Context: an optimization exercise on an open-source flow, tuned for small area, a short achievable clock period and few clock cycles per item. The choices shown serve that exercise and are no tape-out recipe. Only the layout flow was run in this run; the RTL was not checked for function there. No activity file was given, so power comes from the tool's default toggle rates.

[flow/design.v]
`timescale 1ns/1ps
`default_nettype none
package int_pipe_pkg;
    typedef logic [31:0] word_t;
    typedef logic [31:0] instr_t;
    typedef logic [4:0]  reg_addr_t;
    typedef logic [4:0]  shamt_t;
    localparam logic [5:0] OP_SPECIAL = 6'b000000;
    localparam logic [5:0] FN_MOVZ = 6'b001010;
    localparam logic [5:0] FN_MOVN = 6'b001011;
    localparam logic [5:0] FN_SYNC = 6'b001111;
endpackage
`default_nettype wire
`timescale 1ns/1ps
`default_nettype none
import int_pipe_pkg::*;
module instr_decoder (
    input  int_pipe_pkg::instr_t    instr,
    input  logic                    rt_zero,
    output logic                    sel_sum,       
    output logic                    sel_slt,       
    output logic                    sel_g,         
    output logic                    sel_p,         
    output logic                    sel_mov,       
    output logic                    sel_nor,       
    output logic                    sel_lui,       
    output logic                    sel_shr,       
    output logic                    sel_shl,       
    output logic                    sub_r,         
    output logic                    sub_i,         
    output logic                    lt_signed,
    output logic                    srcb_imm,      
    output logic                    imm_sext,      
    output logic                    sft_var,
    output logic                    sft_left,
    output logic                    sft_arith,
    output logic                    wen,
    output int_pipe_pkg::reg_addr_t dest,
    output logic                    reserved
);
    logic [5:0] op;
    logic [5:0] fn;
    logic       special;
    logic       r_arith;      
    logic       r_log;        
    logic       r_slt;        
    logic       r_sft;        
    logic       r_mov;        
    logic       r_sync;
    logic       i_add;        
    logic       i_slt;        
    logic       i_log;        
    logic       i_lui;        
    logic       any_log;
    logic [1:0] lop;
    assign op      = instr[31:26];
    assign fn      = instr[5:0];
    assign special = (op == OP_SPECIAL);
    assign r_arith = special && (fn[5:2] == 4'b1000);
    assign r_log   = special && (fn[5:2] == 4'b1001);
    assign r_slt   = special && (fn[5:1] == 5'b10101);
    assign r_sft   = special && (fn[5:3] == 3'b000) && (fn[1:0] != 2'b01);
    assign r_mov   = special && (fn[5:1] == 5'b00101);
    assign r_sync  = special && (fn == FN_SYNC);
    assign i_add   = (op[5:1] == 5'b00100);
    assign i_slt   = (op[5:1] == 5'b00101);
    assign i_log   = (op[5:2] == 4'b0011) && (op[1:0] != 2'b11);
    assign i_lui   = (op == 6'b001111);
    assign any_log = r_log || i_log;
    assign lop     = special ? fn[1:0] : op[1:0];
    assign sel_g   = any_log && !lop[1];
    assign sel_p   = any_log && (lop == 2'b01 || lop == 2'b10);
    assign sel_mov = r_mov;
    assign sel_nor = r_log && (lop == 2'b11);
    assign sel_lui = i_lui;
    assign sel_sum   = r_arith || i_add;
    assign sel_slt   = r_slt || i_slt;
    assign sel_shr   = r_sft && fn[1];
    assign sel_shl   = r_sft && !fn[1];
    assign sub_r     = fn[5] && !fn[2] && fn[1];
    assign sub_i     = !op[2] && op[1];
    assign lt_signed = special ? !fn[0] : !op[0];
    assign srcb_imm  = !special;
    assign imm_sext  = !op[2];
    assign sft_var   = fn[2];
    assign sft_left  = !fn[1];
    assign sft_arith = fn[0];
    assign reserved = !(r_arith || r_log || r_slt || r_sft || r_mov || r_sync
                        || i_add || i_slt || i_log || i_lui);
    assign wen      = r_mov ? (rt_zero ^ fn[0]) : !(reserved || r_sync);
    assign dest     = (reserved || r_sync) ? 5'd0 : (special ? instr[15:11] : instr[20:16]);
endmodule
`default_nettype wire
`timescale 1ns/1ps
`default_nettype none
import int_pipe_pkg::*;
module exec_unit (
    input  int_pipe_pkg::instr_t    instr,
    input  int_pipe_pkg::word_t     rs_val,
    input  int_pipe_pkg::word_t     rt_val,
    input  logic                    sel_sum,
    input  logic                    sel_slt,
    input  logic                    sel_g,
    input  logic                    sel_p,
    input  logic                    sel_mov,
    input  logic                    sel_nor,
    input  logic                    sel_lui,
    input  logic                    sel_shr,
    input  logic                    sel_shl,
    input  logic                    sub_r,
    input  logic                    sub_i,
    input  logic                    lt_signed,
    input  logic                    srcb_imm,
    input  logic                    imm_sext,
    input  logic                    sft_var,
    input  logic                    sft_left,
    input  logic                    sft_arith,
    output int_pipe_pkg::word_t     result
);
    logic [15:0]          imm;
    int_pipe_pkg::word_t  srcb;
    logic                 sub;
    logic                 imm_top;
    int_pipe_pkg::word_t  bx;
    int_pipe_pkg::word_t  p;
    int_pipe_pkg::word_t  g;
    int_pipe_pkg::word_t  cy;
    int_pipe_pkg::word_t  sum;
    int_pipe_pkg::word_t  sft_in;
    int_pipe_pkg::word_t  sft_out;
    int_pipe_pkg::word_t  sft_rev;
    int_pipe_pkg::shamt_t sft_amt;
    logic                 lt;
    logic                 fill;
    assign imm  = instr[15:0];
    assign imm_top = imm_sext & imm[15];
    assign srcb = srcb_imm ? {{16{imm_top}}, imm} : rt_val;
    assign bx   = srcb_imm ? ({{16{imm_top}}, imm} ^ {32{sub_i}}) : (rt_val ^ {32{sub_r}});
    assign sub  = srcb_imm ? sub_i : sub_r;
    assign p    = rs_val ^ bx;
    assign g    = rs_val & bx;
    always_comb
    begin
        logic [31:0] gg;
        logic [31:0] pp;
        gg    = g;
        pp    = p;
        gg[0] = g[0] | (p[0] & sub);
        for (int l = 0; l < 5; l++)
            for (int i = 0; i < 32; i++)
                if ((i >> l) & 1)
                begin
                    gg[i] = gg[i] | (pp[i] & gg[((i >> l) << l) - 1]);
                    pp[i] = pp[i] & pp[((i >> l) << l) - 1];
                end
        cy = {gg[30:0], sub};
    end
    assign sum = p ^ cy;
    assign lt = (rs_val[31] ^ srcb[31]) ? (lt_signed ? rs_val[31] : srcb[31]) : sum[31];
    assign sft_amt = sft_var ? rs_val[4:0] : instr[10:6];
    assign fill    = sft_arith & rt_val[31];
    always_comb
    begin
        for (int i = 0; i < 32; i++)
            sft_in[i] = sft_left ? rt_val[31 - i] : rt_val[i];
    end
    assign sft_out = 32'($signed({fill, sft_in}) >>> sft_amt);
    always_comb
    begin
        for (int i = 0; i < 32; i++)
            sft_rev[i] = sft_out[31 - i];
    end
    assign result = ({32{sel_sum}} & sum)
                  | ({32{sel_g}}   & g)
                  | ({32{sel_p}}   & p)
                  | ({32{sel_mov}} & rs_val)
                  | ({32{sel_nor}} & ~(rs_val | rt_val))
                  | ({32{sel_lui}} & {imm, 16'h0000})
                  | ({32{sel_slt}} & {31'b0, lt})
                  | ({32{sel_shr}} & sft_out)
                  | ({32{sel_shl}} & sft_rev);
endmodule
`default_nettype wire
`timescale 1ns/1ps
`default_nettype none
import int_pipe_pkg::*;
module result_stage (
    input  logic                     clk,
    input  logic                     reset,
    input  logic                     in_valid,
    output logic                     in_ready,
    input  logic                     sel_wen,
    input  int_pipe_pkg::reg_addr_t  sel_dest,
    input  int_pipe_pkg::word_t      sel_data,
    input  logic                     sel_reserved,
    output logic                     out_valid,
    input  logic                     out_ready,
    output logic                     out_wen,
    output int_pipe_pkg::reg_addr_t  out_dest,
    output int_pipe_pkg::word_t      out_data,
    output logic                     out_reserved
);
    assign in_ready = !out_valid || out_ready;
    always_ff @(posedge clk)
    begin
        if (reset)
            out_valid <= 1'b0;
        else if (in_ready)
            out_valid <= in_valid;
    end
    always_ff @(posedge clk)
    begin
        if (in_valid && in_ready)
        begin
            out_wen      <= sel_wen;
            out_dest     <= sel_dest;
            out_data     <= sel_data;
            out_reserved <= sel_reserved;
        end
    end
endmodule
`default_nettype wire
`timescale 1ns/1ps
`default_nettype none
import int_pipe_pkg::*;
module int_pipe_top (
    input  logic                     clk,
    input  logic                     reset,
    input  logic                     in_valid,
    output logic                     in_ready,
    input  int_pipe_pkg::instr_t     instr,
    input  int_pipe_pkg::word_t      rs_data,
    input  int_pipe_pkg::word_t      rt_data,
    output logic                     out_valid,
    input  logic                     out_ready,
    output logic                     out_wen,
    output int_pipe_pkg::reg_addr_t  out_dest,
    output int_pipe_pkg::word_t      out_data,
    output logic                     out_reserved
);
    logic sel_sum, sel_slt, sel_g, sel_p, sel_mov, sel_nor, sel_lui, sel_shr, sel_shl;
    logic sub_r, sub_i, lt_signed, srcb_imm, imm_sext;
    logic sft_var, sft_left, sft_arith;
    logic wen, reserved;
    int_pipe_pkg::reg_addr_t dest;
    int_pipe_pkg::word_t     result;
    instr_decoder u_instr_decoder (
        .instr     (instr),
        .rt_zero   (rt_data == '0),
        .sel_sum   (sel_sum),
        .sel_slt   (sel_slt),
        .sel_g     (sel_g),
        .sel_p     (sel_p),
        .sel_mov   (sel_mov),
        .sel_nor   (sel_nor),
        .sel_lui   (sel_lui),
        .sel_shr   (sel_shr),
        .sel_shl   (sel_shl),
        .sub_r     (sub_r),
        .sub_i     (sub_i),
        .lt_signed (lt_signed),
        .srcb_imm  (srcb_imm),
        .imm_sext  (imm_sext),
        .sft_var   (sft_var),
        .sft_left  (sft_left),
        .sft_arith (sft_arith),
        .wen       (wen),
        .dest      (dest),
        .reserved  (reserved)
    );
    exec_unit u_exec_unit (
        .instr     (instr),
        .rs_val    (rs_data),
        .rt_val    (rt_data),
        .sel_sum   (sel_sum),
        .sel_slt   (sel_slt),
        .sel_g     (sel_g),
        .sel_p     (sel_p),
        .sel_mov   (sel_mov),
        .sel_nor   (sel_nor),
        .sel_lui   (sel_lui),
        .sel_shr   (sel_shr),
        .sel_shl   (sel_shl),
        .sub_r     (sub_r),
        .sub_i     (sub_i),
        .lt_signed (lt_signed),
        .srcb_imm  (srcb_imm),
        .imm_sext  (imm_sext),
        .sft_var   (sft_var),
        .sft_left  (sft_left),
        .sft_arith (sft_arith),
        .result    (result)
    );
    result_stage u_result_stage (
        .clk          (clk),
        .reset        (reset),
        .in_valid     (in_valid),
        .in_ready     (in_ready),
        .sel_wen      (wen),
        .sel_dest     (dest),
        .sel_data     (result),
        .sel_reserved (reserved),
        .out_valid    (out_valid),
        .out_ready    (out_ready),
        .out_wen      (out_wen),
        .out_dest     (out_dest),
        .out_data     (out_data),
        .out_reserved (out_reserved)
    );
endmodule
`default_nettype wire
[flow/flow/run.sh]
#!/bin/bash
# The standard layout, with the port buffers made from the smallest plain
# buffer (buf_1) instead of the default delay buffer
export BUFFER_PORTS_ARGS="-buffer_cell sky130_fd_sc_hd__buf_1"
bash standard.sh > standard.log 2>&1
[flow/standard.sh]
#!/bin/bash
# synth_recipe.tcl (not shown) runs the flow's synth.tcl, then flattens the netlist and writes it again
# the make line also repeats each setting of config.mk as NAME=value (left out here)
make -C /OpenROAD-flow-scripts/flow DESIGN_CONFIG=/design/flow/config.mk WORK_HOME=/design/flow/orfs CLKGATE_MAP_FILE= SYNTH_SCRIPT=/design/flow/synth_recipe.tcl "${@:-finish}"
[flow/config.mk]
export PLATFORM = sky130hd
export DESIGN_NAME = int_pipe_top
export DESIGN_NICKNAME = int_pipe_top
export VERILOG_FILES = /design/flow/design.v
export SDC_FILE = /design/flow/constraint.sdc
export NUM_CORES = 4
export LEC_CHECK = 0
export ABC_AREA = 1
export CAP_MARGIN = 20
export CORE_MARGIN = 2
export CORE_UTILIZATION = 40
export SETUP_SLACK_MARGIN = 2.0
export SLEW_MARGIN = 20
[flow/constraint.sdc]
create_clock -name core_clock -period 7.0 [get_ports {clk}]
set_input_delay 1.4000 -clock core_clock [delete_from_list [all_inputs] [get_ports {clk}]]
set_output_delay 1.4000 -clock core_clock [all_outputs]
set_load 0.01 [all_outputs]
==> impl_results.md <==
* Fin worst setup slack at 2.20 ns
* CTS tree: yes
* Die footprint at 21100 um2
* Most frequent cells after synthesis: 437 x nand2_1, 291 x nand3_1, 153 x inv_1, 106 x nor2_1, 90 x o21ai_0
* Slew HR at 27.9%
* R2R Path End: u_result_stage.out_data[28]
* IO Port Bufs at 135
* Final ANT Viol Nets at 0
* Internal reg-to-reg setup slack at 5.69 ns
* Antenna violations before repair at 2
* Reg clk slew, reported paths at 0.07 ns
* Status: no timing/DRC/antenna violations
* Synth Net Count at 1582
* MaxCap Viol Count at 0
* Syn avg cell area at 5.52 um2
* Initial core utilization at 40.8%
* Cells on worst reg2reg path at 2
* FF+latch count, synth at 40
* RSZ-0062 raised after global routing: false
* Warnings, synthesis at 2
* Worst-case clock buffer depth at 2
* Pin count of the biggest net entering global routing at 56
* Vias in the first global route at 9480
* Initial drt markers at 1185
* Max-slew violation count at 0
* CP endpoint: u_result_stage.out_data[9]
* Root buf cell: clkbuf_16
* PD cells at 129 nW/um2
* Ys async rst share at 0%
* Cts bufs inserted at 5
* Die height at 145 um
* Setup WS pre-CTS at 1.10 ns
* Worst setup EP type: flop
* Die Width at 145 um
* # nets final at 1689
* Design Power at 0.00116 W
* Final Hold Viols at 0
* Final core occ at 46.1%
* FF-to-FF Start: u_result_stage.out_valid
* Core Region at 19500 um2
* Tmin final at 4.80 ns
* Tcrit/Tclk final at 68.6%
* Synth Flop Type: edfxtp_1
* Fill cells at 2210
* First-pass GRT wire length at 55700 um
* RePlAce Congestion at 1.03
* Routed WL per cell at 20.2 um
* Sequential share of the synthesized area at 15.0%
* I/O Pins at 141
* DRC Markers at 0
* Total gr overflow at 0
* Area delta synth->final at 13.1%
* Final instance area at 9000 um2
* Post-DP HPWL at 29000 um
* WL final at 36700 um
* Ranking of synthesized cells by area: nand2_1 21%, nand3_1 18%, edfxtp_1 15%
* Share of the synthesized area in the top cell type at 20.6%
* Worst hold path class: reg -> reg
* GRT Util Overall at 34.0%
* Post-synthesis cell type count at 40
* Number of flops mapped to enable cells by yosys at 39
* Final setup vio count at 0
* Max VDD drop at 0.0000950 V
* Startpoint types: input pin
* Worst Path Class, Setup: in -> reg
* Mapped Area at 7970 um2
* CP max FO at 15
* Biggest area consumer among synthesized cells: nand2_1
* Share of cells above drive strength 1 at 5.87%
* Critical path data required time at 7.02 ns
* Static leakage at 4.21 nW
* FP Rows at 51
* TritonRoute pass-1 iters at 7
* Routed vias at 10657
* Final clock skew at 0.0148 ns
* Worst-Margin Slew at 1.08 ns
* Placed inst area at 8640 um2
* CTS sink count at 40
* Setup TNS at 0 ns
* Vias/cell at 5.87
* Max H-tree Level at 2
* Fmax at 208 MHz
* Count leader, synth: nand2_1
* Crit. Startpoint: instr[2]
* Worst-Skew Late Latency at 0.30 ns
* Worst EP arrival at 4.82 ns
* Mapped Cells at 1443
==> metal layers <==
metal	routed length (um)	vias to the layer above	track usage (%)
met3	3840	138	5.66
li1	-	5071	-
met1	14900	4797	46.1
met4	2700	0	20.7
met2	15300	651	50.4
met5	0	-	0
==> registers in the layout, summed over array words and instances, names as in the netlist <==
register / count
u_result_stage.out_data: 32
u_result_stage.out_dest: 5
u_result_stage.out_reserved: 1
u_result_stage.out_valid: 1
u_result_stage.out_wen: 1
==> critical path: stages <==
cell and delay, ns:
buf_1 0.09, inv_2 0.11, nand2_2 0.11, nor2_4 0.18, buf_8 0.18, o21ai_0 0.09
o22ai_1 0.12, inv_1 0.09, fa_1 0.42, fa_2 0.40, nand3_1 0.10, nand3_2 0.12
nand2_2 0.13, nand2_2 0.11, fa_1 0.43, xnor2_1 0.16, o221ai_1 0.16, nor2_2 0.26
nand3_1 0.14
==> worst min path at each step <==
stage / startpoint / end / slack [ns] / cells after the start
3_5_place_dp: u_result_stage.out_valid / u_result_stage.out_valid / 0.55 / 2
5_1_grt: u_result_stage.out_valid / u_result_stage.out_valid / 0.58 / 2
2_1_floorplan: u_result_stage.out_valid / u_result_stage.out_valid / 0.58 / 2
4_1_cts: u_result_stage.out_valid / u_result_stage.out_valid / 0.56 / 2
3_3_place_gp: u_result_stage.out_valid / u_result_stage.out_valid / 0.53 / 2
6_report: u_result_stage.out_valid / u_result_stage.out_valid / 0.55 / 2
==> power by group <==
part / switching [W] / total, W / internal (W)
logic: 0.000436 / 0.000626 / 0.000189
clock network: 0.000118 / 0.000252 / 0.000134
registers: 0.00000392 / 0.000284 / 0.000280
==> layout by cell type, fill, tap and decap left out, drive strengths merged <==
cell	instances
fa	6
a21o	1
o221ai	2
buf	167
nand4	23
edfxtp	39
ha	33
nor3b	1
a21oi	63
nand2	442
dfxtp	1
nand3	292
diode	1
o32ai	9
o21ai	95
nor2	108
and2	1
nor4	10
o31ai	6
xor2	17
clkinvlp	3
or2	4
xnor2	4
o22ai	17
nand3b	3
inv	162
o211ai	18
clkbuf	8
clkinv	2
o2111ai	2
nor3	10
a32oi	1
a31o	1
==> repair_timing <==
item                                    CTS  global route
gates resized for setup                  13            12
pin swaps                                 1             3
hold buffers                              0             0
buffers inserted                          6             8
endpoints found under the setup margin   21            18
gates cloned                              1             0
==> logic make-up (layout without fill, tap and decap cells) <==
group / count (synthesis) / after routing / synth area share (%)
adder cells (fa/ha/maj): 39 / 39 / 6.69
AND/OR/NAND/NOR: 894 / 894 / 48.6
buffers and inverters: 234 / 342 / 11.9
AO/OA/AOI/OAI: 215 / 215 / 15.5
XOR/XNOR: 21 / 21 / 2.31
other: 0 / 1 / 0
flip-flops: 40 / 40 / 15.0
==> through the flow <==
stage               hold slack (ns)  cells
floorplan                     0.577   1443
global placement              0.532   1792
detailed placement            0.551   1792
CTS                           0.558   1807
global route                  0.580   1816
finish                        0.553   1817
==> cell type report <==
type,instances,area [um2],share of cell area (%)
antenna,1,2.50,0.0278
clock buffer,6,129,1.43
clock inverter,2,16.3,0.181
inverter,165,628,6.98
multi-input combinational,1169,5900,65.6
sequential,40,1190,13.2
tap,265,332,3.68
timing repair buffer,169,803,8.92

-- port drivers added, routing unchanged --
No port has a modelled driver above. Below, the same layout with a new extraction and two added sets of constraints.
Step 1, drivers: a clkbuf_16 drives clk and a buf_2 each remaining input, both assumed.
Step 2 also shifts input and output timing later by t, the mid clock arrival at the registers, as if the neighbouring blocks saw the same clock.
a / b / c = ideal / step 1 / step 2; a / b = the first two.
t, ns: 0.330
setup slack, ns: 2.201 / 2.219 / 1.889
worst setup path at the end: input to register
After both steps setup and hold are still met in this run. The setup slack of this run moves by +0.018 ns with the drivers and by -0.312 ns with both steps.
